Background: an optimization exercise with open tools, aiming at small area. Do not read the settings as production practice. At most, simulation tests tie the RTL to the original design; equivalence was not proved. The RTL of runs 3 to 8 was laid out without a check of its function. Power is estimated from default activity; no workload was simulated.

File: flow/constraint.sdc
create_clock -name core_clock -period 3.0 [get_ports {clk_500}]
set_input_delay 0.6000 -clock core_clock [delete_from_list [all_inputs] [get_ports {clk_500}]]
set_output_delay 0.6000 -clock core_clock [all_outputs]
set_load 0.01 [all_outputs]
File: flow/run.sh
#!/bin/bash
# synth_recipe.tcl (not shown) runs the flow's synth.tcl, then flattens the netlist and writes it again
# the make line also repeats each setting of config.mk as NAME=value (left out here)
make -C /OpenROAD-flow-scripts/flow DESIGN_CONFIG=/design/flow/config.mk WORK_HOME=/design/flow/orfs CLKGATE_MAP_FILE= SYNTH_SCRIPT=/design/flow/synth_recipe.tcl finish
File: flow/config.mk
export PLATFORM = sky130hd
export DESIGN_NAME = sampler_top
export DESIGN_NICKNAME = sampler_top
export VERILOG_FILES = /design/flow/design.v
export SDC_FILE = /design/flow/constraint.sdc
export NUM_CORES = 4
export LEC_CHECK = 0
export CAP_MARGIN = 20
export CORE_MARGIN = 2
export CORE_UTILIZATION = 40
export SLEW_MARGIN = 20
File: flow/design.v
`default_nettype none
package sampler_pkg;
    localparam int N_CH            = 16;   
    localparam int WINDOW          = 64;   
    localparam int SYNC_STAGES_DEF = 2;    
    typedef logic [N_CH-1:0] ch_bits_t;
    typedef logic [WINDOW-1:0] window_t;
    typedef window_t [N_CH-1:0] frame_t;
    typedef struct packed {
        logic   ready;   
        frame_t frame;   
    } capture_t;
endpackage
`default_nettype wire
`timescale 1ns/10ps
`default_nettype none
module pulse_sync (
    input  logic clk_500,
    input  logic rst,
    input  logic pulse_n,   
    output logic det        
);
    logic [4:0] sync_q;   
    always_ff @(posedge clk_500) begin
        if (rst) begin
            sync_q <= '0;
        end else begin
            sync_q <= {sync_q[3:0], ~pulse_n};
        end
    end
    assign det = sync_q[3] & ~sync_q[4];
endmodule
`default_nettype wire
`timescale 1ns/10ps
`default_nettype none
module window_shifter (
    input  logic                  clk_500,
    input  logic                  rst,
    input  sampler_pkg::ch_bits_t det,      
    output logic [sampler_pkg::N_CH*sampler_pkg::WINDOW-1:0] window,   
    output logic [6:0]            age       
);
    localparam int W = sampler_pkg::WINDOW;
    logic [sampler_pkg::N_CH*W-1:0] hist_q;   
    always_ff @(posedge clk_500) begin
        for (int c = 0; c < sampler_pkg::N_CH; c++) begin
            hist_q[c*W +: W] <= {~det[c], hist_q[c*W+1 +: W-1]};
        end
    end
    assign window = ~hist_q;
    always_ff @(posedge clk_500) begin
        if (rst) begin
            age <= '0;
        end else if (!age[6]) begin
            age <= age + 7'd1;
        end
    end
endmodule
`default_nettype wire
`timescale 1ns/10ps
`default_nettype none
module event_capture (
    input  logic                  clk_500,
    input  logic                  rst,
    input  logic [sampler_pkg::N_CH*sampler_pkg::WINDOW-1:0] window,   
    input  logic [6:0]            age,           
    input  logic                  trig,          
    input  logic                  event_saved,   
    output sampler_pkg::capture_t evt            
);
    localparam int W = sampler_pkg::WINDOW;
    logic reading_q;   
    logic waiting_q;   
    logic ready_q;     
    always_ff @(posedge clk_500) begin
        if (rst) begin
            reading_q <= 1'b0;
            waiting_q <= 1'b0;
            ready_q   <= 1'b0;
        end else begin
            reading_q <= trig & ~reading_q & ~waiting_q;
            waiting_q <= reading_q | (waiting_q & ~event_saved);
            ready_q   <= reading_q;
        end
    end
    logic [8:0] hi_gt;   
    logic [8:0] hi_eq;   
    logic [7:0] lo_ge;   
    logic [W-1:0] take;  
    for (genvar i = 0; i < 9; i++) begin : g_hi
        assign hi_gt[i] = ready_q & (age[6:3] >  4'(i));
        assign hi_eq[i] = ready_q & (age[6:3] == 4'(i));
    end
    for (genvar j = 0; j < 8; j++) begin : g_lo
        assign lo_ge[j] = (age[2:0] >= 3'(j));
    end
    for (genvar b = 0; b < W; b++) begin : g_take
        localparam int K = W - b;   
        assign take[b] = hi_gt[K/8] | (hi_eq[K/8] & lo_ge[K%8]);
    end
    logic [sampler_pkg::N_CH*W-1:0] frame;
    for (genvar c = 0; c < sampler_pkg::N_CH; c++) begin : g_out
        assign frame[c*W +: W] = window[c*W +: W] & take;
    end
    assign evt = {ready_q, frame};
endmodule
`default_nettype wire
`timescale 1ns/10ps
`default_nettype none
module sampler_top (
    input  logic                  clk_500,
    input  logic                  rst,
    input  sampler_pkg::ch_bits_t ch_n,          
    input  logic                  trig,          
    input  logic                  event_saved,   
    output sampler_pkg::capture_t evt            
);
    sampler_pkg::ch_bits_t det;      
    logic [sampler_pkg::N_CH*sampler_pkg::WINDOW-1:0] window;   
    logic [6:0]            age;      
    for (genvar c = 0; c < sampler_pkg::N_CH; c++) begin : g_sync
        pulse_sync i_pulse_sync (
            .clk_500 (clk_500),
            .rst     (rst),
            .pulse_n (ch_n[c]),
            .det     (det[c])
        );
    end
    window_shifter i_window_shifter (
        .clk_500 (clk_500),
        .rst     (rst),
        .det     (det),
        .window  (window),
        .age     (age)
    );
    event_capture i_event_capture (
        .clk_500     (clk_500),
        .rst         (rst),
        .window      (window),
        .age         (age),
        .trig        (trig),
        .event_saved (event_saved),
        .evt         (evt)
    );
endmodule
`default_nettype wire
==> impl_metrics.yaml, run 1 <==
outcome:
  run_status: "did not finish"
  lastStage: "I/O pin placement"
  firstError: "[ERROR PPL-0024] Number of IO pins (1045) exceeds maximum number of available positions (974). Increase the die perimeter from 1082.78um to 1421.20um."
synthesis:
  yosys_warnings: 3
  syn_avg_cell_area_um2: 11.47
  yosysSeqAreaShare: 0.7839
  async_flop_share: 0
  synth_seq_cells: 1114
  netlist_top_cells_area: "dfxtp_1 (78%), nor2_1 (13%), nor2b_1 (1.5%)"
  synth_edf_count: 0
  synth_top_cell_area_share: 0.7839
  netlist_instances: 2481
  synth_nets: 2506
  ys.flop_type: "dfxtp_1"
  ys_types: 59
  netlist_area_um2: 28450
  synth_top_cell_by_area: "dfxtp_1"
floorplan:
  row_count: 97
  die_h_um: 270.7
  die_x_um: 270.7
  start_util: 0.4049
cells in the mapped netlist (all sizes together) (3+ instances only):
master	number
a211oi	3
a21oi	65
a22oi	3
a311oi	3
a31oi	8
a32oi	3
and2	3
buf	77
clkbuf	32
dfxtp	1114
ha	5
inv	5
nand2	6
nand2b	16
nand3	3
nor2	990
nor2b	66
nor3	16
o211a	5
o211ai	4
o21a	3
o21ai	11
o31ai	5
or2	3
or3	4
cells by family after synthesis:
| kind of cell | Yosys count | share of synthesized area |
|---|---|---|
| AOI/OAI and AO/OA | 122 | 0.03360 |
| and+or+nand+nor | 1123 | 0.1602 |
| DFF | 1114 | 0.7839 |
| adders and majority gates | 5 | 0.002199 |
| xor gates and xnor gates | 3 | 0.0009237 |
| buffers and inverters | 114 | 0.01926 |
==> inputs of run 2 (changes only) <==
--- a/flow/config.mk
+++ b/flow/config.mk
@@ -8,4 +8,4 @@
 export CAP_MARGIN = 20
-export CORE_MARGIN = 2
-export CORE_UTILIZATION = 40
+export CORE_AREA = 2 2 658 88
+export DIE_AREA = 0 0 660 90
 export SLEW_MARGIN = 20
==> run 2 against run 1 <==
Effect of this change: now fails the layout checks on negative setup slack; synthesized area stayed put; synthesized cell count stayed put.
==> impl_metrics.yaml, run 2 <==
floorplan:
  io_pins: 1045
  dieArea_um2: 59400
  core-area_um2: 55270
  row_count: 31
  die_x_um: 660
  start_util: 0.5147
  die_h_um: 90
routing:
  vias: 24770
  dr.first_iter.drc_count: 2542
  drt_pass1_iterations: 5
  finalWirelength_mm: 122.6
  drc: 0
  wl_per_cell_um: 25.61
  ant_nets: 0
  avgViaCountPerCell: 5.177
min_path:
  whs_path_depth: 0
  min_path_type: "flip-flop to flip-flop"
layout:
  num-nets-final: 3983
  top_register: "i_window_shifter.hist_q"
  seq_area_um2: 22320
  final_cells: 4785
  nFillCells: 2686
  final_util: 0.8586
  layout-drive-gt1-share: 0.2940
  final_common_cell: "dfxtp_1"
  largest_reg_flops: 1024
  synthToLayoutAreaGrowth_pct: 66.79
  layout_common_cells: "dfxtp_1 (1107), nor2_1 (867), clkdlybuf4s50_1 (261), buf_4 (248), dlymetal6s2s_1 (239)"
  multi_input_area_um2: 6902
  largestRegisters: "i_window_shifter.hist_q: 1024 flops, g_sync.i_pulse_sync.sync_q: 80 flops, i_window_shifter.age: 7 flops"
synthesis:
  synth-compound-area-share: 0.03360
  yosys_warnings: 3
  synth_seq_cells: 1114
  synth_top_cell_by_area: "dfxtp_1"
  synth.most_common_cell: "dfxtp_1"
  synth_nets: 2506
  synth_edf_count: 0
  muxShareOfSynthArea: 0
  synth_fa_ha_area_frac: 0.002199
  netlist_top_cells_area: "dfxtp_1 (78%), nor2_1 (13%), nor2b_1 (1.5%)"
  netlist_area_um2: 28450
  ys.flop_type: "dfxtp_1"
  ys_types: 59
  synth_common_cells: "dfxtp_1 (1114), nor2_1 (989), buf_2 (69)"
  synth-simple-area-share: 0.1602
  syn_avg_cell_area_um2: 11.47
  yosysSeqAreaShare: 0.7839
  netlist_instances: 2481
  async_flop_share: 0
  synthXorXnorAreaFrac: 0.0009235
  synth_top_cell_area_share: 0.7839
  synth_top_family_by_area: "simple AND/OR/NAND/NOR gates"
place:
  dp_hpwl_mm: 79.37
  placed_cells: 4325
  gp_congestion: 1.100
  pre_cts_ws_ps: -315.0
  io_buffers: 1044
timing:
  setup_ws_ps: -401.5
  hold_viol: 0
  fmax_mhz: 294.0
  timing.setup.tns_ps: -204130
  timing.hold.ws_ps: 331.6
  rsz0062_at_grt: "true"
  tightestPinTransition_ps: 881.4
  fin_crit_ps: 3402
  slew_viol_final: 0
  max_slew_margin: 0.4124
  setup-violations-final: 895
  fin_worst_skew_ps: 33.46
  period_share: 1.134
clocking:
  holdBufCountCts: 0
  clock_path_buffers: 3
  cts_max_level: 3
  cts_tree: "built"
  numCtsBuffers: 66
  cts-root-buf: "clkbuf_16"
  cts_sinks: 1114
  clk_pin_slew_ps: 90
  clock_latency_ps: 640
worst_setup_path:
  critPathKind: "flip-flop to output pin"
  crit_cells: 7
  worstPathRequired_ps: 2400
  reg2reg_depth: 5
  slowest_stage: "clkdlybuf4s50_1"
  crit_chain: "buf_4 -> buf_12 -> buf_12 -> o21ai_1 -> buf_4 -> nor2_1 -> clkdlybuf4s50_1"
  reg2reg_slack_ps: 1280
  cp_slowest_stage_delay_ps: 650
  end_kind: "output pin"
  critPathMaxFanout: 16
  arrival_ps: 2800
  cp-start-kind: "flip-flop"
  cp_top_family: "buffers and inverters"
  worst-path-buf-inv: 5
global_route:
  grt_pass1_wl_mm: 151.3
  grt_overflow: 0
  grt_pass1_vias: 22200
  grt_max_degree: 86
  antenna_found_initial: 4
  grt_use_total: 0.3499
power:
  p_leak_nw: 24.69
  ir_drop_uv: 404.0
  power_density_nw_per_um2: 554.3
flow_run:
  drv_cap: 0
outcome:
  so_faults: "negative setup slack"
  run_status: "failed layout checks"
## run 2: kinds of logic after synthesis
logic type	count (synthesis)
and+or+nand+nor	1123
DFF	1114
AOI/OAI and AO/OA	122
buffers and inverters	114
adders and majority gates	5
xor gates and xnor gates	3
## run 2: power by group
group | switching, W | total [W] | leakage (nW) | internal [W]
clock network | 0.00550 | 0.0107 | 1.11 | 0.00524
registers | 0.000133 | 0.0151 | 9.07 | 0.0150
logic | 0.000253 | 0.000456 | 14.5 | 0.000203
## run 2: what timing repair did
action,in CTS,in global routing
pin swaps,32,46
setup buffers,93,223
cloned,12,25
setup endpoints to repair,1024,1016
resized for setup,857,1394
## run 2: worst paths after layout
check | endpoint | start
worst max-delay path | evt[76] | i_event_capture.ready_q$_SDFF_PP0_
worst min-delay path | i_window_shifter.hist_q[671]$_DFF_P_ | i_window_shifter.hist_q[672]$_DFF_P_
worst max register to register | i_window_shifter.age[4]$_SDFFE_PP0N_ | i_window_shifter.age[6]$_SDFF_PP0_
worst min register to register | i_window_shifter.hist_q[671]$_DFF_P_ | i_window_shifter.hist_q[672]$_DFF_P_
## run 2: stage by stage
step | total power (W) | cell area, um2
3_5_place_dp | 0.01571 | 40890
3_3_place_gp | 0.01569 | 40890
6_report | 0.02630 | 47450
2_1_floorplan | 0.01551 | 28450
5_1_grt | 0.02692 | 47450
4_1_cts | 0.02591 | 44110
## run 2: final cells by class
type / count / share of cell area
antenna: 3 / 0.0001582
clock inverter: 34 / 0.009492
inverter: 5 / 0.0004482
timing repair buffer: 1516 / 0.3149
clock buffer: 83 / 0.03876
multi-input combinational: 1255 / 0.1454
sequential: 1114 / 0.4704
tap: 775 / 0.02043
## run 2: metal layers
layer | share of wire | GRT usage | wire length [um]
met3 | 0.11 | 0.1083 | 14030
met2 | 0.44 | 0.5239 | 54070
met1 | 0.42 | 0.5045 | 51470
met5 | 0.0012 | 0 | 141
met4 | 0.023 | 0.05805 | 2849
==> inputs of run 3 (changes only) <==
--- a/flow/design.v
+++ b/flow/design.v
@@ -40,3 +40,3 @@
     output logic [sampler_pkg::N_CH*sampler_pkg::WINDOW-1:0] window,   
-    output logic [6:0]            age       
+    output logic [sampler_pkg::WINDOW-1:0] valid   
 );
@@ -52,5 +52,5 @@
         if (rst) begin
-            age <= '0;
-        end else if (!age[6]) begin
-            age <= age + 7'd1;
+            valid <= '0;
+        end else begin
+            valid <= {1'b1, valid[W-1:1]};
         end
@@ -65,3 +65,3 @@
     input  logic [sampler_pkg::N_CH*sampler_pkg::WINDOW-1:0] window,   
-    input  logic [6:0]            age,           
+    input  logic [sampler_pkg::WINDOW-1:0] valid,   
     input  logic                  trig,          
@@ -85,17 +85,4 @@
     end
-    logic [8:0] hi_gt;   
-    logic [8:0] hi_eq;   
-    logic [7:0] lo_ge;   
-    logic [W-1:0] take;  
-    for (genvar i = 0; i < 9; i++) begin : g_hi
-        assign hi_gt[i] = ready_q & (age[6:3] >  4'(i));
-        assign hi_eq[i] = ready_q & (age[6:3] == 4'(i));
-    end
-    for (genvar j = 0; j < 8; j++) begin : g_lo
-        assign lo_ge[j] = (age[2:0] >= 3'(j));
-    end
-    for (genvar b = 0; b < W; b++) begin : g_take
-        localparam int K = W - b;   
-        assign take[b] = hi_gt[K/8] | (hi_eq[K/8] & lo_ge[K%8]);
-    end
+    logic [W-1:0] take;   
+    assign take = {W{ready_q}} & valid;
     logic [sampler_pkg::N_CH*W-1:0] frame;
@@ -119,3 +106,3 @@
     logic [sampler_pkg::N_CH*sampler_pkg::WINDOW-1:0] window;   
-    logic [6:0]            age;      
+    logic [sampler_pkg::WINDOW-1:0] valid;   
     for (genvar c = 0; c < sampler_pkg::N_CH; c++) begin : g_sync
@@ -133,3 +120,3 @@
         .window  (window),
-        .age     (age)
+        .valid   (valid)
     );
@@ -139,3 +126,3 @@
         .window      (window),
-        .age         (age),
+        .valid       (valid),
         .trig        (trig),
==> run 3 against run 2 <==
Effect of this change: the layout still fails its checks (negative setup slack); sequential power increased by 5%; utilization decreased by 6.0 points; sequential cell count increased by 57; synthesized area increased by 2.4%; global-route usage decreased by 6.4 points; clock power about the same; critical path depth decreased by 1; sequential share of layout area increased by 6.1 points; largest power group unchanged.
==> impl_metrics.yaml, run 3 <==
timing:
  slew_viol_final: 0
  fin_crit_ps: 3071
  max_slew_margin: 0.5093
  fin_worst_skew_ps: 28.89
  setup_ws_ps: -70.59
  setup-violations-final: 49
  timing.setup.tns_ps: -1088
  hold_viol: 0
  rsz0062_at_grt: "true"
  tightestPinTransition_ps: 736.1
  period_share: 1.024
  fmax_mhz: 325.7
floorplan:
  die_h_um: 90
  core-area_um2: 55270
  row_count: 31
  io_pins: 1045
  start_util: 0.5270
  dieArea_um2: 59400
  die_x_um: 660
clocking:
  cts_tree: "built"
  clock_latency_ps: 630
  clk_pin_slew_ps: 90
  cts_max_level: 3
  cts-root-buf: "clkbuf_16"
  numCtsBuffers: 68
  cts_sinks: 1171
  clock_path_buffers: 3
flow_run:
  drv_cap: 0
synthesis:
  yosysSeqAreaShare: 0.8047
  synth_top_cell_by_area: "dfxtp_1"
  syn_avg_cell_area_um2: 11.60
  synth.most_common_cell: "dfxtp_1"
  netlist_top_cells_area: "dfxtp_1 (80%), nor2_1 (13%), nor2b_1 (2.8%)"
  netlist_instances: 2511
  ys_types: 13
  netlist_area_um2: 29130
  async_flop_share: 0
  synth_seq_cells: 1171
  yosys_warnings: 3
  ys.flop_type: "dfxtp_1"
  synth_nets: 2531
  synth_top_cell_area_share: 0.8047
  synth_common_cells: "dfxtp_1 (1171), nor2_1 (1040), nor2b_1 (129)"
  synth_edf_count: 0
worst_setup_path:
  cp-start-kind: "flip-flop"
  critPathMaxFanout: 16
  rr_startpoint: "i_window_shifter.valid[6]$_SDFF_PP0_"
  crit_path_start: "i_event_capture.ready_q$_SDFF_PP0_"
  arrival_ps: 2470
  critPathKind: "flip-flop to output pin"
  end_kind: "output pin"
  worstPathRequired_ps: 2400
layout:
  num-nets-final: 3596
  top_register: "i_window_shifter.hist_q"
  final_cells: 4407
  layout_common_cells: "dfxtp_1 (1170), nor2_1 (1016), clkdlybuf4s50_1 (666), dlymetal6s2s_1 (297), nor2b_1 (129)"
  nFillCells: 3387
  final_common_cell: "dfxtp_1"
  multi_input_area_um2: 5737
  largestRegisters: "i_window_shifter.hist_q: 1024 flops, g_sync.i_pulse_sync.sync_q: 80 flops, i_window_shifter.valid: 64 flops"
  layout-drive-gt1-share: 0.06582
  largest_reg_flops: 1024
  synthToLayoutAreaGrowth_pct: 51.54
  seq_area_um2: 23450
outcome:
  so_faults: "negative setup slack"
  run_status: "failed layout checks"
global_route:
  grt_overflow: 0
  grt_use_total: 0.2857
  grt_pass1_wl_mm: 127.9
  grt_use_met1: 0.3752
  antenna_found_initial: 4
  grt_use_met2: 0.4862
  busiest_layer: "met2"
  grtUsageMet3: 0.07009
  grt_pass1_vias: 20373
  grt_max_degree: 67
power:
  ir_drop_uv: 483.7
  power.total_w: 0.02686
  p_leak_nw: 22.73
  power_density_nw_per_um2: 608.4
place:
  dp_hpwl_mm: 64.02
  io_buffers: 1044
  placed_cells: 4257
  gp_congestion: 0.9932
routing:
  finalWirelength_mm: 89.67
  ant_nets: 0
  dr.first_iter.drc_count: 1197
  wl_per_cell_um: 20.35
  drt_pass1_iterations: 5
  drc: 0
  vias: 20422
  avgViaCountPerCell: 4.634
min_path:
  worstHoldStart: "i_window_shifter.hist_q[817]$_DFF_P_"
  min_path_type: "flip-flop to flip-flop"
-- run 3: routing by layer --
metal,vias to the layer above,part of all wire
li1,9741,-
met1,10017,0.45
met2,523,0.48
met3,137,0.055
met4,4,0.017
met5,-,0.00038
-- run 3: what timing repair did --
action	4_1_cts	5_1_grt
pin swaps	0	3
hold buffers	0	0
buffers inserted	8	11
gates resized for setup	201	347
cloned	3	2
endpoints found under the setup margin	945	749
-- run 3: final cells by class --
class                      count  share of cell area
clock buffer                  94             0.04444
clock inverter                31            0.009863
antenna                        1          0.00005669
sequential                  1171              0.5311
inverter                       1          0.00008503
tap                          775             0.02197
multi-input combinational   1251              0.1300
timing repair buffer        1083              0.2625
-- run 3: kinds of logic after synthesis --
| group | share of synthesized area |
|---|---|
| buffers and inverters | 0.02130 |
| AND/OR/NAND/NOR | 0.1737 |
| flip-flops | 0.8047 |
| AO/OA/AOI/OAI | 0.0002578 |
-- run 3: per-stage QoR --
step / hold slack [ps] / util / setup slack [ps] / area (um2)
after CTS: 329.3 / 0.7772 / -110.4 / 42960
after floorplan: 331.4 / - / 1323 / 29130
after detailed placement: 335.2 / 0.7250 / 310.2 / 40070
after global placement: 333.4 / 0.7250 / 388.0 / 40070
after global routing: 341.8 / 0.7987 / -133.4 / 44140
final: 340.0 / 0.7987 / -70.59 / 44140
-- run 3: path summary, 6_finish.rpt --
kind / to / slack (ps) / cells after the start
max: evt[706] / -70 / 6
min: i_window_shifter.hist_q[816]$_DFF_P_ / 340 / 0
max reg2reg: i_window_shifter.valid[5]$_SDFF_PP0_ / 2250 / 1
min reg2reg: i_window_shifter.hist_q[816]$_DFF_P_ / 340 / 0
-- run 3: power by group --
part	total, W	switching (W)	internal, W
logic	0.000203	0.000115	0.0000874
registers	0.0158	0.000111	0.0157
clock network	0.0108	0.00535	0.00546
-- run 3: critical path, cell delays in order (launching register included) --
cell and delay (ps):
dfxtp_4 370, buf_4 130, buf_16 170, buf_4 220, nand2_4 150, nor2_1 180
clkdlybuf4s50_1 560
==> inputs of run 4 (changes only) <==
==> flow/flow/run.sh (new file) <==
#!/bin/bash
# Standard ORFS layout with two changes: the port buffers are the smallest
# buffer (buf_1) instead of the delay buffer buffer_ports picks by default,
# and CTS inserts no dummy loads. Each ORFS step logs to orfs/logs/; make's
# own output goes to standard.log.
set -uo pipefail
export BUFFER_PORTS_ARGS="-buffer_cell sky130_fd_sc_hd__buf_1"
export CTS_ARGS="-sink_clustering_enable -repair_clock_nets -dont_use_dummy_load"
bash standard.sh > standard.log 2>&1
==> flow/standard.sh (new file) <==
#!/bin/bash
# synth_recipe.tcl (not shown) runs the flow's synth.tcl, then flattens the netlist and writes it again
# the make line also repeats each setting of config.mk as NAME=value (left out here)
make -C /OpenROAD-flow-scripts/flow DESIGN_CONFIG=/design/flow/config.mk WORK_HOME=/design/flow/orfs CLKGATE_MAP_FILE= SYNTH_SCRIPT=/design/flow/synth_recipe.tcl "${@:-finish}"
--- a/flow/config.mk
+++ b/flow/config.mk
@@ -7,2 +7,3 @@
 export LEC_CHECK = 0
+export ABC_AREA = 1
 export CAP_MARGIN = 20
removed: flow/run.sh
==> run 4 against run 3 <==
Effect of this change: the layout still fails its checks (negative setup slack); worst setup slack improved by 56 ps; worst hold slack got worse by 190 ps; utilization decreased by 16 points; sequential power about the same; via count increased by 0.15%; critical path type unchanged; critical endpoint is now evt[74]; largest cell class unchanged.
==> impl_metrics.yaml, run 4 <==
outcome:
  run_status: "failed layout checks"
  so_faults: "negative setup slack"
floorplan:
  die_h_um: 90
  row_count: 31
  die_x_um: 660
  dieArea_um2: 59400
  core-area_um2: 55270
  io_pins: 1045
  start_util: 0.5302
synthesis:
  yosys_warnings: 3
  synth.most_common_cell: "dfxtp_1"
  syn_avg_cell_area_um2: 11.08
  netlist_top_cells_area: "dfxtp_1 (80%), nor2_1 (15%), inv_1 (1.7%)"
  yosysSeqAreaShare: 0.7999
  synth_nets: 2664
  ys.flop_type: "dfxtp_1"
  synth_common_cells: "dfxtp_1 (1171), nor2_1 (1168), inv_1 (132)"
  synth_top_cell_area_share: 0.7999
  netlist_area_um2: 29310
  ys_types: 10
  netlist_instances: 2644
  synth_seq_cells: 1171
  synth_edf_count: 0
  synth_top_cell_by_area: "dfxtp_1"
  async_flop_share: 0
place:
  gp_congestion: 1.015
  io_buffers: 1044
  pre_cts_ws_ps: 595.3
  dp_hpwl_mm: 63.37
timing:
  slew_viol_final: 0
  timing.setup.tns_ps: -24.32
  tightestPinTransition_ps: 807.5
  fin_crit_ps: 3015
  fin_worst_skew_ps: 44.73
  rsz0062_at_grt: "true"
  max_slew_margin: 0.4604
  hold_viol: 0
  setup-violations-final: 3
  setup_ws_ps: -14.69
  fmax_mhz: 331.7
  period_share: 1.005
worst_setup_path:
  end_kind: "output pin"
  reg2reg_depth: 2
  rr_startpoint: "g_sync[3].i_pulse_sync.sync_q[3]$_SDFF_PP0_"
  critPathKind: "flip-flop to output pin"
  arrival_ps: 2410
  reg2reg_slack_ps: 1980
  critPathMaxFanout: 63
  cp-start-kind: "flip-flop"
  r2r_end: "i_window_shifter.hist_q[255]$_DFF_P_"
  worstPathRequired_ps: 2400
layout:
  largest_reg_flops: 1024
  layout-drive-gt1-share: 0.02773
  final_util: 0.6401
  synthToLayoutAreaGrowth_pct: 20.73
  layout_common_cells: "dfxtp_1 (1170), nor2_1 (1168), buf_1 (1043), inv_1 (132), clkbuf_16 (68)"
  top_register: "i_window_shifter.hist_q"
  final_common_cell: "dfxtp_1"
  num-nets-final: 3700
  n_antenna_cell: 0
  largestRegisters: "i_window_shifter.hist_q: 1024 flops, g_sync.i_pulse_sync.sync_q: 80 flops, i_window_shifter.valid: 64 flops"
power:
  power_density_nw_per_um2: 703.6
  p_leak_nw: 13.54
  power.total_w: 0.02489
  ir_drop_uv: 395.4
routing:
  vias: 20452
  drc: 0
  drt_pass1_iterations: 5
  finalWirelength_mm: 83.30
  ant_nets: 0
  avgViaCountPerCell: 4.593
  dr.first_iter.drc_count: 1136
  wl_per_cell_um: 18.71
global_route:
  grt_pass1_vias: 20197
  antenna_found_initial: 4
  grt_pass1_wl_mm: 122.2
  grt_use_total: 0.2725
  grt_max_degree: 64
  grt_overflow: 0
clocking:
  holdBufCountCts: 0
  clock_path_buffers: 3
  numCtsBuffers: 68
  cts_max_level: 3
  cts_sinks: 1171
  cts_tree: "built"
  cts-root-buf: "clkbuf_16"
  clock_latency_ps: 610
  clk_pin_slew_ps: 70
min_path:
  whs_path_depth: 2
  hold_end: "g_sync[13].i_pulse_sync.sync_q[0]$_SDFF_PP0_"
  worstHoldStart: "ch_n[13]"
  min_path_type: "input port to flip-flop"
flow_run:
  drv_cap: 0
[run 4: cell count changes in the layout (fill, tap and decap cells not counted), moves of 19 or more]
cell	previous run	this run
inv_1	1	132
nor2b_1	129	0
dlygate4sd2_1	80	0
dlymetal6s2s_1	297	0
nor2_2	20	0
nor2_1	1016	1168
nand2_8	19	0
nand2_1	3	62
clkdlybuf4s50_1	666	0
buf_1	0	1043
nand2_4	35	0
[run 4: worst max path at each step]
stage	cells after the start	slack (ps)	start	endpoint
2_1_floorplan	5	1320	i_event_capture.ready_q$_SDFF_PP0_	evt[100]
3_3_place_gp	4	620	i_event_capture.ready_q$_SDFF_PP0_	evt[284]
3_5_place_dp	4	600	i_event_capture.ready_q$_SDFF_PP0_	evt[284]
4_1_cts	4	-30	i_event_capture.ready_q$_SDFF_PP0_	evt[478]
5_1_grt	4	-140	i_event_capture.ready_q$_SDFF_PP0_	evt[31]
6_report	4	-10	i_event_capture.ready_q$_SDFF_PP0_	evt[74]
[run 4: cell type report]
cell class / instances / area, um2
fillers: 4644 / 19890
inverters: 132 / 495.5
flip-flops and latches: 1171 / 23440
well taps: 775 / 969.7
multi-input cells: 1253 / 4760
repair buffers: 1054 / 4010
clock buffers: 68 / 1702
[run 4: cells by family (layout without fill, tap and decap cells)]
| logic type | after synthesis | after routing | share of synthesized area |
|---|---|---|---|
| and+or+nand+nor | 1253 | 1253 | 0.1619 |
| DFF | 1171 | 1171 | 0.7999 |
| buffers and inverters | 220 | 1254 | 0.03817 |
[run 4: routing by layer]
| metal | wire length, um | vias up | global-route usage | share of wire |
|---|---|---|---|---|
| met4 | 1040 | 2 | 0.04713 | 0.012 |
| li1 | - | 9876 | - | - |
| met5 | 13 | - | 0 | 0.00016 |
| met2 | 37530 | 512 | 0.4296 | 0.45 |
| met3 | 4914 | 95 | 0.06729 | 0.059 |
| met1 | 39800 | 9967 | 0.3865 | 0.48 |
[run 4: per-stage QoR]
step                      instances  area [um2]  hold slack (ps)
after floorplan                2644       29310            331.4
after global placement         4385       33660            332.3
after detailed placement       4385       33660            335.6
after CTS                      4453       35370            117.4
after global routing           4453       35380            123.4
final                          4453       35380            153.8
[run 4: critical path, cell delays in order (launching register included)]
cell and delay (ps):
dfxtp_2 370, buf_12 280, nand2_1 500, nor2_1 300, buf_1 240
[run 4: what timing repair did]
action,4_1_cts,5_1_grt
gates resized for setup,2,4
pin swaps,0,0
endpoints found under the hold margin,0,0
setup endpoints to repair,13,295
buffers inserted,0,0
[run 4: power by group]
part	internal, W	switching [W]	total, W
clock	0.00405	0.00484	0.00889
sequential	0.0158	0.000137	0.0159
combinational	0.0000315	0.0000749	0.000106
total	0.0198	0.00505	0.0249
==> inputs of run 5 (changes only) <==
--- a/flow/config.mk
+++ b/flow/config.mk
@@ -11,2 +11,3 @@
 export DIE_AREA = 0 0 660 90
+export SETUP_SLACK_MARGIN = 0.15
 export SLEW_MARGIN = 20
==> run 5 against run 4 <==
Effect of this change: the layout still fails its checks (negative setup slack); sequential share of layout area is essentially flat; die area is the same; final cell count is the same; power is essentially flat; clock skew is essentially flat; sequential cell count is the same; fmax shrank 0.41%; design area is essentially flat; routed wire length is essentially flat; critical path type unchanged; global-route usage is the same; highest routed layer unchanged; clock power is essentially flat.
==> impl_metrics.yaml, run 5 <==
layout:
  layout-drive-gt1-share: 0.02828
  final_common_cell: "dfxtp_1"
  layout_common_cells: "dfxtp_1 (1170), nor2_1 (1168), buf_1 (1043), inv_1 (132), clkbuf_16 (68)"
  seq_area_um2: 23440
  top_register: "i_window_shifter.hist_q"
  final_cells: 4453
  largest_reg_flops: 1024
  largestRegisters: "i_window_shifter.hist_q: 1024 flops, g_sync.i_pulse_sync.sync_q: 80 flops, i_window_shifter.valid: 64 flops"
  nFillCells: 4648
  n_antenna_cell: 0
  multi_input_area_um2: 4765
  synthToLayoutAreaGrowth_pct: 20.75
  num-nets-final: 3700
power:
  power.total_w: 0.02490
  p_leak_nw: 13.54
  ir_drop_uv: 397.4
  power_density_nw_per_um2: 703.8
synthesis:
  netlist_top_cells_area: "dfxtp_1 (80%), nor2_1 (15%), inv_1 (1.7%)"
  ys_types: 10
  synth_seq_cells: 1171
  synth_edf_count: 0
  synth_common_cells: "dfxtp_1 (1171), nor2_1 (1168), inv_1 (132)"
  yosysSeqAreaShare: 0.7999
  syn_avg_cell_area_um2: 11.08
  synth_top_cell_area_share: 0.7999
  synth_top_cell_by_area: "dfxtp_1"
  netlist_instances: 2644
  ys.flop_type: "dfxtp_1"
  yosys_warnings: 3
  netlist_area_um2: 29310
  synth.most_common_cell: "dfxtp_1"
  synth_nets: 2664
  async_flop_share: 0
global_route:
  grt_pass1_vias: 20197
  grt_max_degree: 64
  grt_use_total: 0.2725
  antenna_found_initial: 4
  grt_pass1_wl_mm: 122.2
  grt_overflow: 0
min_path:
  hold_end: "g_sync[9].i_pulse_sync.sync_q[0]$_SDFF_PP0_"
  min_path_type: "input port to flip-flop"
  whs_path_depth: 2
  worstHoldStart: "ch_n[9]"
floorplan:
  start_util: 0.5302
  dieArea_um2: 59400
  core-area_um2: 55270
  die_h_um: 90
  row_count: 31
  io_pins: 1045
  die_x_um: 660
worst_setup_path:
  critPathKind: "flip-flop to output pin"
  worstPathRequired_ps: 2400
  arrival_ps: 2430
  end_kind: "output pin"
  reg2reg_slack_ps: 1970
  cp-start-kind: "flip-flop"
  crit_path_start: "i_event_capture.ready_q$_SDFF_PP0_"
  reg2reg_depth: 2
  critPathMaxFanout: 63
  r2r_end: "i_window_shifter.hist_q[255]$_DFF_P_"
  rr_startpoint: "g_sync[3].i_pulse_sync.sync_q[3]$_SDFF_PP0_"
timing:
  fin_worst_skew_ps: 44.24
  fin_crit_ps: 3027
  tightestPinTransition_ps: 737.8
  max_slew_margin: 0.5070
  rsz0062_at_grt: "true"
  hold_viol: 0
  setup_ws_ps: -27.25
  slew_viol_final: 0
  period_share: 1.009
  setup-violations-final: 6
  fmax_mhz: 330.3
clocking:
  clk_pin_slew_ps: 90
  clock_latency_ps: 610
  clock_path_buffers: 3
  cts_max_level: 3
  cts_tree: "built"
  cts_sinks: 1171
  cts-root-buf: "clkbuf_16"
  numCtsBuffers: 68
  post_cts_buffers: 0
routing:
  finalWirelength_mm: 83.30
  avgViaCountPerCell: 4.596
  drt_pass1_iterations: 5
  dr.first_iter.drc_count: 1143
  vias: 20464
  wl_per_cell_um: 18.71
  ant_nets: 0
  drc: 0
place:
  dp_hpwl_mm: 63.37
  gp_congestion: 1.015
  pre_cts_ws_ps: 595.3
  placed_cells: 4385
  io_buffers: 1044
outcome:
  so_faults: "negative setup slack"
  run_status: "failed layout checks"
flow_run:
  drv_cap: 0
==> run 5: cell counts after synthesis <==
No cell type changed its count.
==> run 5: worst max path at each step <==
stage	to	slack [ps]
2_1_floorplan	evt[100]	1320
3_3_place_gp	evt[284]	620
3_5_place_dp	evt[284]	600
4_1_cts	evt[478]	-30
5_1_grt	evt[77]	-140
6_report	evt[205]	-30
==> run 5: worst max-delay path, cell delays in order (launching register included) <==
cell and delay, ps:
dfxtp_2 370, buf_12 280, nand2_1 510, nor2_1 350
buf_1 190
==> run 5: layout make-up <==
type                       instances  share of cell area
sequential                      1171              0.6625
multi-input combinational       1253              0.1346
timing repair buffer            1054              0.1133
clock buffer                      68             0.04809
tap                              775             0.02740
inverter                         132             0.01400
==> run 5: cell families (layout without fill, tap and decap cells) <==
kind of cell / after synthesis / after routing / synth area share
buffers and inverters: 220 / 1254 / 0.03817
flip-flops: 1171 / 1171 / 0.7999
AND/OR/NAND/NOR: 1253 / 1253 / 0.1619
==> run 5: stage by stage <==
step                utilization  hold WS, ps  cell area [um2]  TNS [ps]
floorplan                     -        331.4            29310         0
global placement         0.6091        332.3            33660         0
detailed placement       0.6091        335.6            33660         0
CTS                      0.6399        117.4            35370    -115.8
global route             0.6402        123.4            35390    -10860
finish                   0.6402        154.8            35390    -119.9
==> run 5: report_power, final <==
group | internal, W | switching [W] | leakage [nW] | total, W
logic | 0.0000316 | 0.0000752 | 3.18 | 0.000107
clock network | 0.00405 | 0.00484 | 0.838 | 0.00890
registers | 0.0158 | 0.000137 | 9.53 | 0.0159
==> run 5: layer usage <==
| layer | up-vias | share of wire | GRT usage |
|---|---|---|---|
| met3 | 95 | 0.060 | 0.06729 |
| met1 | 9979 | 0.48 | 0.3865 |
| met4 | 2 | 0.012 | 0.04713 |
| met5 | - | 0.00016 | 0 |
| met2 | 507 | 0.45 | 0.4296 |
| li1 | 9881 | - | - |
==> run 5: repair_timing <==
| item | CTS | global route |
|---|---|---|
| endpoints found under the setup margin | 336 | 894 |
| gates resized for setup | 2 | 6 |
| hold buffers | 0 | 0 |
==> inputs of run 6 (changes only) <==
--- a/flow/flow/run.sh
+++ b/flow/flow/run.sh
@@ -7,3 +7,3 @@
 export BUFFER_PORTS_ARGS="-buffer_cell sky130_fd_sc_hd__buf_1"
-export CTS_ARGS="-sink_clustering_enable -repair_clock_nets -dont_use_dummy_load"
+export CTS_ARGS="-sink_clustering_enable -repair_clock_nets -dont_use_dummy_load -buf_list {sky130_fd_sc_hd__clkbuf_8}"
 bash standard.sh > standard.log 2>&1
==> run 6 against run 5 <==
Effect of this change: critical path depth grew 1; sequential cell count is the same; the run now finishes clean; highest routed layer is now met4; critical path type unchanged; utilization grew 0.99 points.
==> impl_metrics.yaml, run 6 <==
outcome:
  run_status: "complete, no violations"
timing:
  setup-violations-final: 0
  fin_worst_skew_ps: 70.03
  fmax_mhz: 356.0
  hold_viol: 0
  setup_ws_ps: 190.6
  fin_crit_ps: 2809
  tightestPinTransition_ps: 650.5
  timing.hold.ws_ps: 66.60
  slew_viol_final: 0
  rsz0062_at_grt: "true"
  period_share: 0.9365
  max_slew_margin: 0.5663
clocking:
  numCtsBuffers: 108
  cts_max_level: 3
  clock_path_buffers: 3
  cts_tree: "built"
  cts_sinks: 1171
  clock_latency_ps: 730
  clk_pin_slew_ps: 80
  cts-root-buf: "clkbuf_8"
layout:
  final_common_cell: "dfxtp_1"
  synthToLayoutAreaGrowth_pct: 22.62
  num-nets-final: 3762
  top_register: "i_window_shifter.hist_q"
  largest_reg_flops: 1024
  layout_common_cells: "dfxtp_1 (1170), nor2_1 (1163), buf_1 (1034), inv_1 (132), clkbuf_8 (108)"
  largestRegisters: "i_window_shifter.hist_q: 1024 flops, g_sync.i_pulse_sync.sync_q: 80 flops, i_window_shifter.valid: 64 flops"
  layout-drive-gt1-share: 0.05963
worst_setup_path:
  crit_chain: "buf_4 -> clkbuf_16 -> nand2_4 -> nor2_1 -> buf_1"
  worstPathRequired_ps: 2400
  crit_path_start: "i_event_capture.ready_q$_SDFF_PP0_"
  cp_slowest_stage_delay_ps: 450
  reg2reg_slack_ps: 2010
  critPathKind: "flip-flop to output pin"
  r2r_end: "i_window_shifter.hist_q[255]$_DFF_P_"
  cp-start-kind: "flip-flop"
  reg2reg_depth: 2
  slowest_stage: "dfxtp_4"
  critPathMaxFanout: 16
  rr_startpoint: "g_sync[3].i_pulse_sync.sync_q[3]$_SDFF_PP0_"
  arrival_ps: 2210
  end_kind: "output pin"
power:
  power_density_nw_per_um2: 675.9
  ir_drop_uv: 367.8
  p_leak_nw: 14.18
min_path:
  hold_end: "g_sync[0].i_pulse_sync.sync_q[0]$_SDFF_PP0_"
  min_path_type: "input port to flip-flop"
  worstHoldStart: "ch_n[0]"
  whs_path_depth: 2
routing:
  avgViaCountPerCell: 4.622
  wl_per_cell_um: 19.44
  dr.first_iter.drc_count: 1281
  drt_pass1_iterations: 5
  ant_nets: 0
  drc: 0
  finalWirelength_mm: 87.88
  vias: 20891
floorplan:
  die_x_um: 660
  die_h_um: 90
  start_util: 0.5302
  core-area_um2: 55270
  row_count: 31
  dieArea_um2: 59400
  io_pins: 1045
synthesis:
  yosysSeqAreaShare: 0.7999
  synth.most_common_cell: "dfxtp_1"
  synth_nets: 2664
  netlist_area_um2: 29310
  yosys_warnings: 3
  synth_common_cells: "dfxtp_1 (1171), nor2_1 (1168), inv_1 (132)"
  ys_types: 10
  ys.flop_type: "dfxtp_1"
  synth_top_cell_area_share: 0.7999
  syn_avg_cell_area_um2: 11.08
  async_flop_share: 0
  synth_top_cell_by_area: "dfxtp_1"
  netlist_instances: 2644
  synth_seq_cells: 1171
  synth_edf_count: 0
  netlist_top_cells_area: "dfxtp_1 (80%), nor2_1 (15%), inv_1 (1.7%)"
place:
  dp_hpwl_mm: 63.37
  io_buffers: 1044
  pre_cts_ws_ps: 595.3
  gp_congestion: 1.015
global_route:
  grt_use_total: 0.2764
  grt_overflow: 0
  antenna_found_initial: 5
  grt_pass1_vias: 20373
  grt_pass1_wl_mm: 123.9
  grt_max_degree: 64
flow_run:
  drv_cap: 0
==> run 6: cell types whose count changed in the layout (fill, tap and decap cells not counted), sizes merged <==
cell / previous run / this run
buf: 1053 / 1052
clkbuf: 69 / 122
diode: 0 / 5
dlygate4sd3: 0 / 10
==> run 6: kinds of logic after synthesis <==
logic type             after synthesis  share of synthesized area
DFF                               1171                     0.7999
buffers and inverters              220                    0.03817
and+or+nand+nor                   1253                     0.1619
==> run 6: critical path: cells and delay by family (launching register included) <==
kind          cells  cell delay (ps)
simple gates      2              460
buf+inv           3              580
flops             1              450
==> run 6: layout make-up <==
cell class                 instances  area (um2)
antenna                            5       12.51
clock buffer                     108        1486
fill                            4613       19340
inverter                         132       495.5
multi-input combinational       1253        5176
sequential                      1171       23450
tap                              775       969.7
timing repair buffer            1076        4347
==> run 6: worst max path at each step <==
stage	endpoint	slack (ps)
floorplan	evt[100]	1320
CTS	evt[14]	-80
global route	evt[1008]	90
detailed placement	evt[284]	600
global placement	evt[284]	620
finish	evt[140]	190
==> run 6: where the power goes <==
part | switching (W) | internal, W | total (W)
combinational | 0.000118 | 0.0000653 | 0.000184
sequential | 0.000141 | 0.0158 | 0.0159
clock | 0.00499 | 0.00321 | 0.00820
==> run 6: through the flow <==
| stage | power (W) | utilization | std cells | instance area, um2 | setup TNS, ps |
|---|---|---|---|---|---|
| 2_1_floorplan | 0.01627 | - | 2644 | 29310 | 0 |
| 3_3_place_gp | 0.01636 | 0.6091 | 4385 | 33660 | 0 |
| 3_5_place_dp | 0.01637 | 0.6091 | 4385 | 33660 | 0 |
| 4_1_cts | 0.02432 | 0.6383 | 4503 | 35280 | -2803 |
| 5_1_grt | 0.02517 | 0.6501 | 4519 | 35930 | 0 |
| 6_report | 0.02429 | 0.6501 | 4520 | 35930 | 0 |
==> run 6: routing by layer <==
| layer | GRT usage | wire length, um |
|---|---|---|
| met5 | 0 | 0 |
| met4 | 0.04828 | 929 |
| met3 | 0.06189 | 5059 |
| met2 | 0.4268 | 38110 |
| met1 | 0.4031 | 43780 |
==> run 6: timing repair <==
item,CTS,global route
buffers inserted,0,6
hold buffers,10,0
setup endpoints to repair,807,952
gates cloned,0,6
gates resized for setup,11,120
pin swaps,0,0
hold endpoints to repair,10,0
==> inputs of run 7 (changes only) <==
--- a/flow/design.v
+++ b/flow/design.v
@@ -20,13 +20,17 @@
     input  logic pulse_n,   
-    output logic det        
+    output logic det_n      
 );
-    logic [4:0] sync_q;   
+    logic s0_q;    
+    logic s1_nq;   
+    logic s2_q;    
+    logic s3_q;    
+    logic s4_nq;   
     always_ff @(posedge clk_500) begin
-        if (rst) begin
-            sync_q <= '0;
-        end else begin
-            sync_q <= {sync_q[3:0], ~pulse_n};
-        end
+        s0_q  <= ~(rst | pulse_n);
+        s1_nq <= ~(~rst & s0_q);
+        s2_q  <= ~(rst | s1_nq);
+        s3_q  <= ~rst & s2_q;
+        s4_nq <= ~(~rst & s3_q);
     end
-    assign det = sync_q[3] & ~sync_q[4];
+    assign det_n = ~(s3_q & s4_nq);
 endmodule
@@ -38,19 +42,22 @@
     input  logic                  rst,
-    input  sampler_pkg::ch_bits_t det,      
-    output logic [sampler_pkg::N_CH*sampler_pkg::WINDOW-1:0] window,   
-    output logic [sampler_pkg::WINDOW-1:0] valid   
+    input  sampler_pkg::ch_bits_t det_n,    
+    output logic [sampler_pkg::N_CH*sampler_pkg::WINDOW-1:0] window_n,   
+    output logic [7:1]            lo_q,     
+    output logic [8:1]            hi_q      
 );
     localparam int W = sampler_pkg::WINDOW;
-    logic [sampler_pkg::N_CH*W-1:0] hist_q;   
+    logic [sampler_pkg::N_CH*W-1:0] hist_nq;   
     always_ff @(posedge clk_500) begin
         for (int c = 0; c < sampler_pkg::N_CH; c++) begin
-            hist_q[c*W +: W] <= {~det[c], hist_q[c*W+1 +: W-1]};
+            hist_nq[c*W +: W] <= {det_n[c], hist_nq[c*W+1 +: W-1]};
         end
     end
-    assign window = ~hist_q;
+    assign window_n = hist_nq;
     always_ff @(posedge clk_500) begin
         if (rst) begin
-            valid <= '0;
+            lo_q <= '0;
+            hi_q <= '0;
         end else begin
-            valid <= {1'b1, valid[W-1:1]};
+            lo_q <= lo_q[7] ? 7'd0 : {lo_q[6:1], 1'b1};
+            hi_q <= hi_q | ({hi_q[7:1], 1'b1} & {8{lo_q[7]}});
         end
@@ -64,4 +71,5 @@
     input  logic                  rst,
-    input  logic [sampler_pkg::N_CH*sampler_pkg::WINDOW-1:0] window,   
-    input  logic [sampler_pkg::WINDOW-1:0] valid,   
+    input  logic [sampler_pkg::N_CH*sampler_pkg::WINDOW-1:0] window_n,   
+    input  logic [7:1]            lo_q,          
+    input  logic [8:1]            hi_q,
     input  logic                  trig,          
@@ -85,7 +93,14 @@
     end
-    logic [W-1:0] take;   
-    assign take = {W{ready_q}} & valid;
+    logic [9:0] hi_r;    
+    logic [7:0] lo_ge;   
+    logic [W-1:0] take_n;
+    assign hi_r  = {1'b0, {9{ready_q}} & {hi_q, 1'b1}};
+    assign lo_ge = {lo_q, 1'b1};
+    for (genvar b = 0; b < W; b++) begin : g_take
+        localparam int K = W - b;   
+        assign take_n[b] = ~(hi_r[K/8+1] | (hi_r[K/8] & lo_ge[K%8]));
+    end
     logic [sampler_pkg::N_CH*W-1:0] frame;
     for (genvar c = 0; c < sampler_pkg::N_CH; c++) begin : g_out
-        assign frame[c*W +: W] = window[c*W +: W] & take;
+        assign frame[c*W +: W] = ~(window_n[c*W +: W] | take_n);
     end
@@ -104,5 +119,6 @@
 );
-    sampler_pkg::ch_bits_t det;      
-    logic [sampler_pkg::N_CH*sampler_pkg::WINDOW-1:0] window;   
-    logic [sampler_pkg::WINDOW-1:0] valid;   
+    sampler_pkg::ch_bits_t det_n;   
+    logic [sampler_pkg::N_CH*sampler_pkg::WINDOW-1:0] window_n;   
+    logic [7:1] lo_q;               
+    logic [8:1] hi_q;               
     for (genvar c = 0; c < sampler_pkg::N_CH; c++) begin : g_sync
@@ -112,3 +128,3 @@
             .pulse_n (ch_n[c]),
-            .det     (det[c])
+            .det_n   (det_n[c])
         );
@@ -116,7 +132,8 @@
     window_shifter i_window_shifter (
-        .clk_500 (clk_500),
-        .rst     (rst),
-        .det     (det),
-        .window  (window),
-        .valid   (valid)
+        .clk_500  (clk_500),
+        .rst      (rst),
+        .det_n    (det_n),
+        .window_n (window_n),
+        .lo_q     (lo_q),
+        .hi_q     (hi_q)
     );
@@ -125,4 +142,5 @@
         .rst         (rst),
-        .window      (window),
-        .valid       (valid),
+        .window_n    (window_n),
+        .lo_q        (lo_q),
+        .hi_q        (hi_q),
         .trig        (trig),
==> run 7 against run 6 <==
Effect of this change: largest power group unchanged; synthesized area rose by 0.80%; critical path type unchanged; worst setup slack got worse by 170 ps; utilization rose by 5.7 points; power fell by 3.4%.
==> impl_metrics.yaml, run 7 <==
min_path:
  min_path_type: "input port to flip-flop"
  worstHoldStart: "event_saved"
  hold_end: "i_event_capture.waiting_q$_SDFF_PP0_"
  whs_path_depth: 2
place:
  gp_congestion: 0.9611
  io_buffers: 1044
  pre_cts_ws_ps: 287.1
  dpl_cell_area_um2: 33660
  dp_hpwl_mm: 59.27
  placed_cells: 4227
layout:
  top_register: "i_window_shifter.hist_nq"
  num-nets-final: 3706
  layout-drive-gt1-share: 0.1941
  largest_reg_flops: 1024
  final_cells: 4460
  synthToLayoutAreaGrowth_pct: 32.32
  final_common_cell: "dfxtp_1"
  layout_common_cells: "dfxtp_1 (1108), buf_1 (801), a21oi_1 (759), nor2_1 (182), buf_2 (120)"
  nFillCells: 4175
  finalInstanceArea_um2: 39090
worst_setup_path:
  arrival_ps: 2380
  cp-start-kind: "flip-flop"
  cp_common_cell: "buf_12"
  worstPathRequired_ps: 2400
  r2r_end: "i_window_shifter.lo_q[7]$_SDFF_PP0_"
  end_kind: "output pin"
  reg2reg_depth: 4
  reg2reg_slack_ps: 1740
  crit_chain: "buf_12 -> clkbuf_16 -> buf_12 -> nand3_4 -> a21oi_1 -> buf_1"
  crit_path_start: "i_event_capture.ready_q$_SDFF_PP0_"
  critPathMaxFanout: 16
  slowest_stage: "dfxtp_4"
  rr_startpoint: "i_window_shifter.lo_q[7]$_SDFF_PP0_"
  cp_slowest_stage_delay_ps: 490
  critPathKind: "flip-flop to output pin"
synthesis:
  yosysSeqAreaShare: 0.7604
  syn_avg_cell_area_um2: 11.49
  yosys_warnings: 3
  synth_top_cell_by_area: "dfxtp_1"
  ys_types: 14
  synth_nets: 2592
  synth.most_common_cell: "dfxtp_1"
  synth_top_cell_area_share: 0.7604
  ys.flop_type: "dfxtp_1"
  async_flop_share: 0
  netlist_top_cells_area: "dfxtp_1 (76%), a21oi_1 (15%), nor2_1 (2.4%)"
  synth_seq_cells: 1122
  netlist_area_um2: 29540
  synth_edf_count: 0
  synth_common_cells: "dfxtp_1 (1122), a21oi_1 (903), nor2_1 (185)"
  netlist_instances: 2572
global_route:
  grt_overflow: 0
  grt_max_degree: 86
  grt_use_total: 0.2750
  antenna_found_initial: 0
  grt_pass1_vias: 21121
  grt_pass1_wl_mm: 125.5
timing:
  fin_crit_ps: 2976
  setup_ws_ps: 23.56
  hold_viol: 0
  fmax_mhz: 336.0
  setup-violations-final: 0
  tightestPinTransition_ps: 856.3
  period_share: 0.9921
  rsz0062_at_grt: "true"
  slew_viol_final: 0
  fin_worst_skew_ps: 45.80
  max_slew_margin: 0.4291
floorplan:
  io_pins: 1045
  core-area_um2: 55270
  die_h_um: 90
  row_count: 31
  start_util: 0.5344
  dieArea_um2: 59400
  die_x_um: 660
routing:
  met1_length_mm: 41.68
  drc: 0
  wl_met3_mm: 6.598
  finalWirelength_mm: 95.90
  highest_layer: "met5"
  vias: 23612
  dr.first_iter.drc_count: 1736
  ant_nets: 0
  wl_met2_mm: 45.79
  wl_per_cell_um: 21.50
  drt_pass1_iterations: 5
  avgViaCountPerCell: 5.294
clocking:
  numCtsBuffers: 105
  clock_path_buffers: 3
  cts_tree: "built"
  clock_latency_ps: 730
  cts-root-buf: "clkbuf_8"
  cts_sinks: 1122
  clk_pin_slew_ps: 90
  cts_max_level: 3
flow_run:
  drv_cap: 0
power:
  power_density_nw_per_um2: 600.2
  ir_drop_uv: 424.4
  p_leak_nw: 14.83
outcome:
  run_status: "complete, no violations"
==> run 7: cell count changes in the layout (fill, tap and decap cells not counted), moves of 57 or more <==
cell / change
a21oi_1: +759
a21oi_2: +115
dfxtp_1: -62
clkbuf_2: +100
buf_2: +120
inv_1: -101
nand2_1: +57
buf_1: -233
nor2_1: -981
==> run 7: worst max-delay path: cells and delay by family (launching register included) <==
| kind | cells | cell delay, ps |
|---|---|---|
| flops | 1 | 490 |
| simple gates | 1 | 210 |
| buf+inv | 4 | 690 |
| compound gates | 1 | 270 |
==> run 7: cell type report <==
cell class	instances	area, um2	area share
multi-input combinational	1243	7471	0.1911
timing repair buffer	1182	6569	0.1681
tap	775	969.7	0.02481
antenna	1	2.502	0.00006402
inverter	32	120.1	0.003073
clock buffer	105	1445	0.03697
sequential	1122	22510	0.5759
==> run 7: worst max path at each step <==
stage,depth (start not counted),slack [ps],end
floorplan,6,1170,evt[1010]
global placement,4,310,evt[213]
detailed placement,4,290,evt[213]
CTS,5,-20,evt[167]
global route,6,-60,evt[404]
finish,6,20,evt[469]
==> run 7: repair_timing <==
item	4_1_cts	5_1_grt
hold buffers	14	1
pin swaps	25	33
setup buffers	10	29
endpoints found under the setup margin	1024	1010
gates resized for setup	262	432
endpoints found under the hold margin	14	1
gates cloned	12	61
==> run 7: report_power, final <==
group / internal [W] / leakage, nW / switching [W]
Clock: 0.00312 / 0.755 / 0.00489
Combinational: 0.0000854 / 4.93 / 0.000135
Sequential: 0.0151 / 9.14 / 0.000138
==> run 7: routing by layer <==
layer / up-vias / track usage
met2: 927 / 0.4576
met3: 161 / 0.06761
li1: 10889 / -
met1: 11633 / 0.3683
met5: - / 0
met4: 2 / 0.05421
==> run 7: cells by family (layout without fill, tap and decap cells) <==
family	count (synthesis)	in the layout	synth area share
AO/OA/AOI/OAI	904	904	0.1532
AND/OR/NAND/NOR	315	339	0.04185
other	0	1	0
buffers and inverters	231	1319	0.04460
flip-flops	1122	1122	0.7604
==> run 7: metrics by stage <==
step	power (W)	TNS (ps)	utilization	hold slack (ps)
after global placement	0.01567	0	0.6090	333.1
after floorplan	0.01558	0	-	331.4
after detailed placement	0.01568	0	0.6090	335.2
after global routing	0.02427	-1571	0.7071	8.843
after CTS	0.02343	-66.42	0.6611	9.049
final	0.02346	0	0.7072	65.52
==> inputs of run 8 (changes only) <==
--- a/flow/design.v
+++ b/flow/design.v
@@ -71,3 +71,2 @@
     input  logic                  rst,
-    input  logic [sampler_pkg::N_CH*sampler_pkg::WINDOW-1:0] window_n,   
     input  logic [7:1]            lo_q,          
@@ -76,3 +75,4 @@
     input  logic                  event_saved,   
-    output sampler_pkg::capture_t evt            
+    output logic                  ready,         
+    output logic [sampler_pkg::WINDOW-1:0] take_n   
 );
@@ -95,3 +95,2 @@
     logic [7:0] lo_ge;   
-    logic [W-1:0] take_n;
     assign hi_r  = {1'b0, {9{ready_q}} & {hi_q, 1'b1}};
@@ -102,7 +101,3 @@
     end
-    logic [sampler_pkg::N_CH*W-1:0] frame;
-    for (genvar c = 0; c < sampler_pkg::N_CH; c++) begin : g_out
-        assign frame[c*W +: W] = ~(window_n[c*W +: W] | take_n);
-    end
-    assign evt = {ready_q, frame};
+    assign ready = ready_q;
 endmodule
@@ -123,2 +118,4 @@
     logic [8:1] hi_q;               
+    logic       ready;              
+    logic [sampler_pkg::WINDOW-1:0] take_n;   
     for (genvar c = 0; c < sampler_pkg::N_CH; c++) begin : g_sync
@@ -142,3 +139,2 @@
         .rst         (rst),
-        .window_n    (window_n),
         .lo_q        (lo_q),
@@ -147,4 +143,11 @@
         .event_saved (event_saved),
-        .evt         (evt)
+        .ready       (ready),
+        .take_n      (take_n)
     );
+    logic [sampler_pkg::N_CH*sampler_pkg::WINDOW-1:0] frame;
+    for (genvar c = 0; c < sampler_pkg::N_CH; c++) begin : g_out
+        assign frame[c*sampler_pkg::WINDOW +: sampler_pkg::WINDOW] =
+            ~(window_n[c*sampler_pkg::WINDOW +: sampler_pkg::WINDOW] | take_n);
+    end
+    assign evt = {ready, frame};
 endmodule
--- a/flow/config.mk
+++ b/flow/config.mk
@@ -13 +13,2 @@
 export SLEW_MARGIN = 20
+export SYNTH_HIERARCHICAL = 1
==> run 8 against run 7 <==
Effect of this change: now fails the layout checks on negative setup slack; utilization is 0.27 points higher; via count decreased by 11%; worst hold slack got worse by 5.8 ps; global-route usage is 0.45 points higher; clock skew rose by 28 ps; critical path type unchanged; register-to-register slack improved by 250 ps; highest routed layer is now met4; non-clock buffer count fell by 21; clock power fell by 0.6%; sequential power about the same; critical endpoint is now evt[549].
==> impl_metrics.yaml, run 8 <==
outcome:
  run_status: "failed layout checks"
  so_faults: "negative setup slack"
place:
  pre_cts_ws_ps: 601.8
  gp_congestion: 1.004
  io_buffers: 1044
  dp_hpwl_mm: 61.57
routing:
  drt_pass1_iterations: 5
  dr.first_iter.drc_count: 1404
  avgViaCountPerCell: 4.648
  ant_nets: 0
  finalWirelength_mm: 88.87
  wl_per_cell_um: 19.60
  vias: 21077
  drc: 0
power:
  p_leak_nw: 15.78
  clkPwrFrac: 0.339
  ir_drop_uv: 335.2
  seqPwrFrac: 0.651
  p_comb_frac: 0.009
  internal_power_w: 0.01829
  sw_frac_of_total: 0.2192
  power_density_nw_per_um2: 596.9
  p_sw_w: 0.005133
min_path:
  hold_end: "g_sync[3].i_pulse_sync.s0_q$_DFF_P_"
  worstHoldStart: "ch_n[3]"
  whs_path_depth: 2
  min_path_type: "input port to flip-flop"
worst_setup_path:
  reg2reg_slack_ps: 1990
  end_kind: "output pin"
  cp_slowest_stage_delay_ps: 470
  reg2reg_depth: 2
  worstPathRequired_ps: 2400
  arrival_ps: 2410
  critPathMaxFanout: 8
  critPathKind: "flip-flop to output pin"
  cp-start-kind: "flip-flop"
  cp_top_family: "buffers and inverters"
  r2r_end: "i_window_shifter.hi_q[5]$_SDFF_PP0_"
  rr_startpoint: "i_window_shifter.hi_q[5]$_SDFF_PP0_"
  crit_chain: "buf_8 -> buf_12 -> buf_16 -> nand3_2 -> nand2_2 -> clkinvlp_4 -> clkbuf_16 -> nor2_2 -> buf_2"
  slowest_stage: "dfxtp_4"
  worst-path-buf-inv: 6
layout:
  final_util: 0.7099
  layout-drive-gt1-share: 0.2993
  top_register: "i_window_shifter.hist_nq"
  layout_common_cells: "dfxtp_1 (1110), nor2_1 (749), buf_1 (611), buf_2 (293), nor2_2 (215)"
  seq_area_um2: 22490
  nFillCells: 4088
  synthToLayoutAreaGrowth_pct: 32.57
  num-nets-final: 3781
  multi_input_area_um2: 6833
  largest_reg_flops: 1024
  final_common_cell: "dfxtp_1"
timing:
  tightestPinTransition_ps: 625.1
  setup-violations-final: 3
  max_slew_margin: 0.5817
  fin_crit_ps: 3011
  fin_worst_skew_ps: 73.82
  timing.hold.ws_ps: 59.69
  rsz0062_at_grt: "true"
  period_share: 1.004
  fmax_mhz: 332.2
  timing.setup.tns_ps: -17.21
  setup_ws_ps: -10.69
  slew_viol_final: 0
  hold_viol: 0
synthesis:
  yosysSeqAreaShare: 0.7589
  netlist_top_cells_area: "dfxtp_1 (76%), nor2_1 (12%), buf_6 (4.9%)"
  async_flop_share: 0
  netlist_area_um2: 29600
  syn_avg_cell_area_um2: 11.20
  synth_nets: 2663
  synth_top_cell_area_share: 0.7589
  synth_edf_count: 0
  synth_common_cells: "dfxtp_1 (1122), nor2_1 (979), buf_6 (129)"
  yosys_warnings: 9
  ys_types: 19
  synth_top_cell_by_area: "dfxtp_1"
  ys.flop_type: "dfxtp_1"
  netlist_instances: 2643
  synth.most_common_cell: "dfxtp_1"
  synth_seq_cells: 1122
floorplan:
  start_util: 0.5355
  io_pins: 1045
  die_x_um: 660
  dieArea_um2: 59400
  row_count: 31
  die_h_um: 90
  core-area_um2: 55270
clocking:
  cts_max_level: 3
  cts_tree: "built"
  clock_path_buffers: 3
  clk_pin_slew_ps: 80
  cts-root-buf: "clkbuf_8"
  clock_latency_ps: 750
  cts_sinks: 1122
  numCtsBuffers: 104
global_route:
  grt_use_total: 0.2796
  grt_pass1_vias: 20495
  grt_max_degree: 32
  grt_pass1_wl_mm: 124.2
  grt_overflow: 0
  antenna_found_initial: 1
flow_run:
  drv_cap: 0
==> run 8: cell types whose count changed after synthesis, sizes merged <==
cell / delta
nor2: +897
a21oi: -896
clkbuf: -11
buf: -35
o21ai: +13
nand3: +8
clkinv: -1
nor3: -1
inv: +69
nand2: +28
==> run 8: kinds of logic after synthesis <==
| group | count (synthesis) | synth area share |
|---|---|---|
| buffers and inverters | 253 | 0.06620 |
| AND/OR/NAND/NOR | 1247 | 0.1714 |
| AO/OA/AOI/OAI | 21 | 0.003551 |
| flip-flops | 1122 | 0.7589 |
==> run 8: modules after synthesis, one instance, submodules excluded <==
module	times used	flip-flops and latches	cell area, um2
window_shifter	1	1039	21010
pulse_sync	16	5	130.1
event_capture	1	3	974.7
sampler_top	1	0	5537
==> run 8: how the worst max path moves through the flow <==
stage	startpoint	to	slack, ps	cells after the start
global route	i_event_capture.ready_q$_SDFF_PP0_	evt[549]	-90	9
floorplan	i_event_capture.ready_q$_SDFF_PP0_	evt[514]	1170	8
global placement	i_window_shifter.lo_q[5]$_SDFF_PP0_	evt[1011]	660	6
finish	i_event_capture.ready_q$_SDFF_PP0_	evt[549]	-10	9
detailed placement	i_window_shifter.lo_q[2]$_SDFF_PP0_	evt[886]	600	6
CTS	i_event_capture.ready_q$_SDFF_PP0_	evt[206]	-40	7
==> run 8: cell type report <==
| type | instances | share of cell area |
|---|---|---|
| clock buffers | 104 | 0.03648 |
| diodes | 1 | 0.00006378 |
| well taps | 775 | 0.02471 |
| inverters | 100 | 0.01387 |
| flip-flops and latches | 1122 | 0.5732 |
| repair inverters | 4 | 0.0008610 |
| repair buffers | 1161 | 0.1767 |
| multi-input cells | 1268 | 0.1741 |
==> run 8: worst reg2reg max path: stages, from the launching register on <==
cell	delay [ps]
dfxtp_2	660
inv_1	110
a21oi_1	170
==> run 8: stage by stage <==
step,area [um2],total power [W],cells
5_1_grt,39240,0.02429,4534
3_3_place_gp,33120,0.01569,4333
4_1_cts,36440,0.02348,4495
3_5_place_dp,33120,0.01570,4333
6_report,39240,0.02342,4535
2_1_floorplan,29600,0.01559,2643
==> run 8: power by group through the flow <==
stage / registers [W] / logic [W] / clock network [W]
floorplan: 0.0155 / 0.0000674 / 0
finish: 0.0153 / 0.000214 / 0.00795
global route: 0.0153 / 0.000226 / 0.00879
detailed placement: 0.0156 / 0.000115 / 0
global placement: 0.0156 / 0.000111 / 0
CTS: 0.0152 / 0.000176 / 0.00806
==> run 8: routing by layer <==
layer | track usage | vias to the layer above | part of all wire
li1 | - | 10101 | -
met1 | 0.3848 | 10185 | 0.44
met2 | 0.4445 | 662 | 0.47
met3 | 0.07819 | 129 | 0.073
met4 | 0.05498 | 0 | 0.015
met5 | 0 | - | 0
==> run 8: what timing repair did <==
action / 4_1_cts / 5_1_grt
hold endpoints to repair: 11 / 1
pin swaps: 36 / 136
resized for setup: 422 / 914
cloned: 9 / 11
endpoints found under the setup margin: 853 / 874
buffers inserted: 38 / 27
hold buffers: 11 / 1

[port drivers added, routing unchanged]
How much do the figures lean on ideal ports? The routed layouts below were timed once more, with nothing changed but the port constraints.
Step 1 sets driving cells, clkbuf_16 on the clock port and buf_2 on the other inputs (assumed; they add their load-dependent delay and slew).
Step 2 times the ports against the registers' clock, not the clock port: input delays grow and output delays shrink by t, the midpoint of the rising clock arrivals with the driver on.
Three values: ideal ports, drivers, drivers and shift; two values: the first two.
| run | t, ns | slack for setup (ns) | hold WS [ns] | worst register clock-pin slew, ns | worst data-port slew with drivers (ns) |
|---|---|---|---|---|---|
| run 2 | 0.703 | -0.402 / -0.477 / 0.226 | 0.332 / 0.332 / 0.332 | 0.10 / 0.10 | 0.05 |
| run 3 | 0.703 | -0.071 / -0.158 / 0.545 | 0.340 / 0.340 / 0.340 | 0.10 / 0.10 | 0.15 |
| run 4 | 0.655 | -0.015 / -0.084 / 0.572 | 0.154 / 0.128 / 0.320 | 0.09 / 0.09 | 0.07 |
| run 5 | 0.655 | -0.027 / -0.096 / 0.559 | 0.155 / 0.128 / 0.321 | 0.09 / 0.09 | 0.07 |
| run 6 | 0.765 | 0.191 / 0.124 / 0.889 | 0.067 / 0.048 / 0.299 | 0.09 / 0.09 | 0.07 |
| run 7 | 0.790 | 0.024 / -0.063 / 0.727 | 0.066 / 0.008 / 0.324 | 0.09 / 0.09 | 0.03 |
| run 8 | 0.778 | -0.011 / -0.075 / 0.703 | 0.060 / 0.017 / 0.283 | 0.11 / 0.11 | 0.04 |
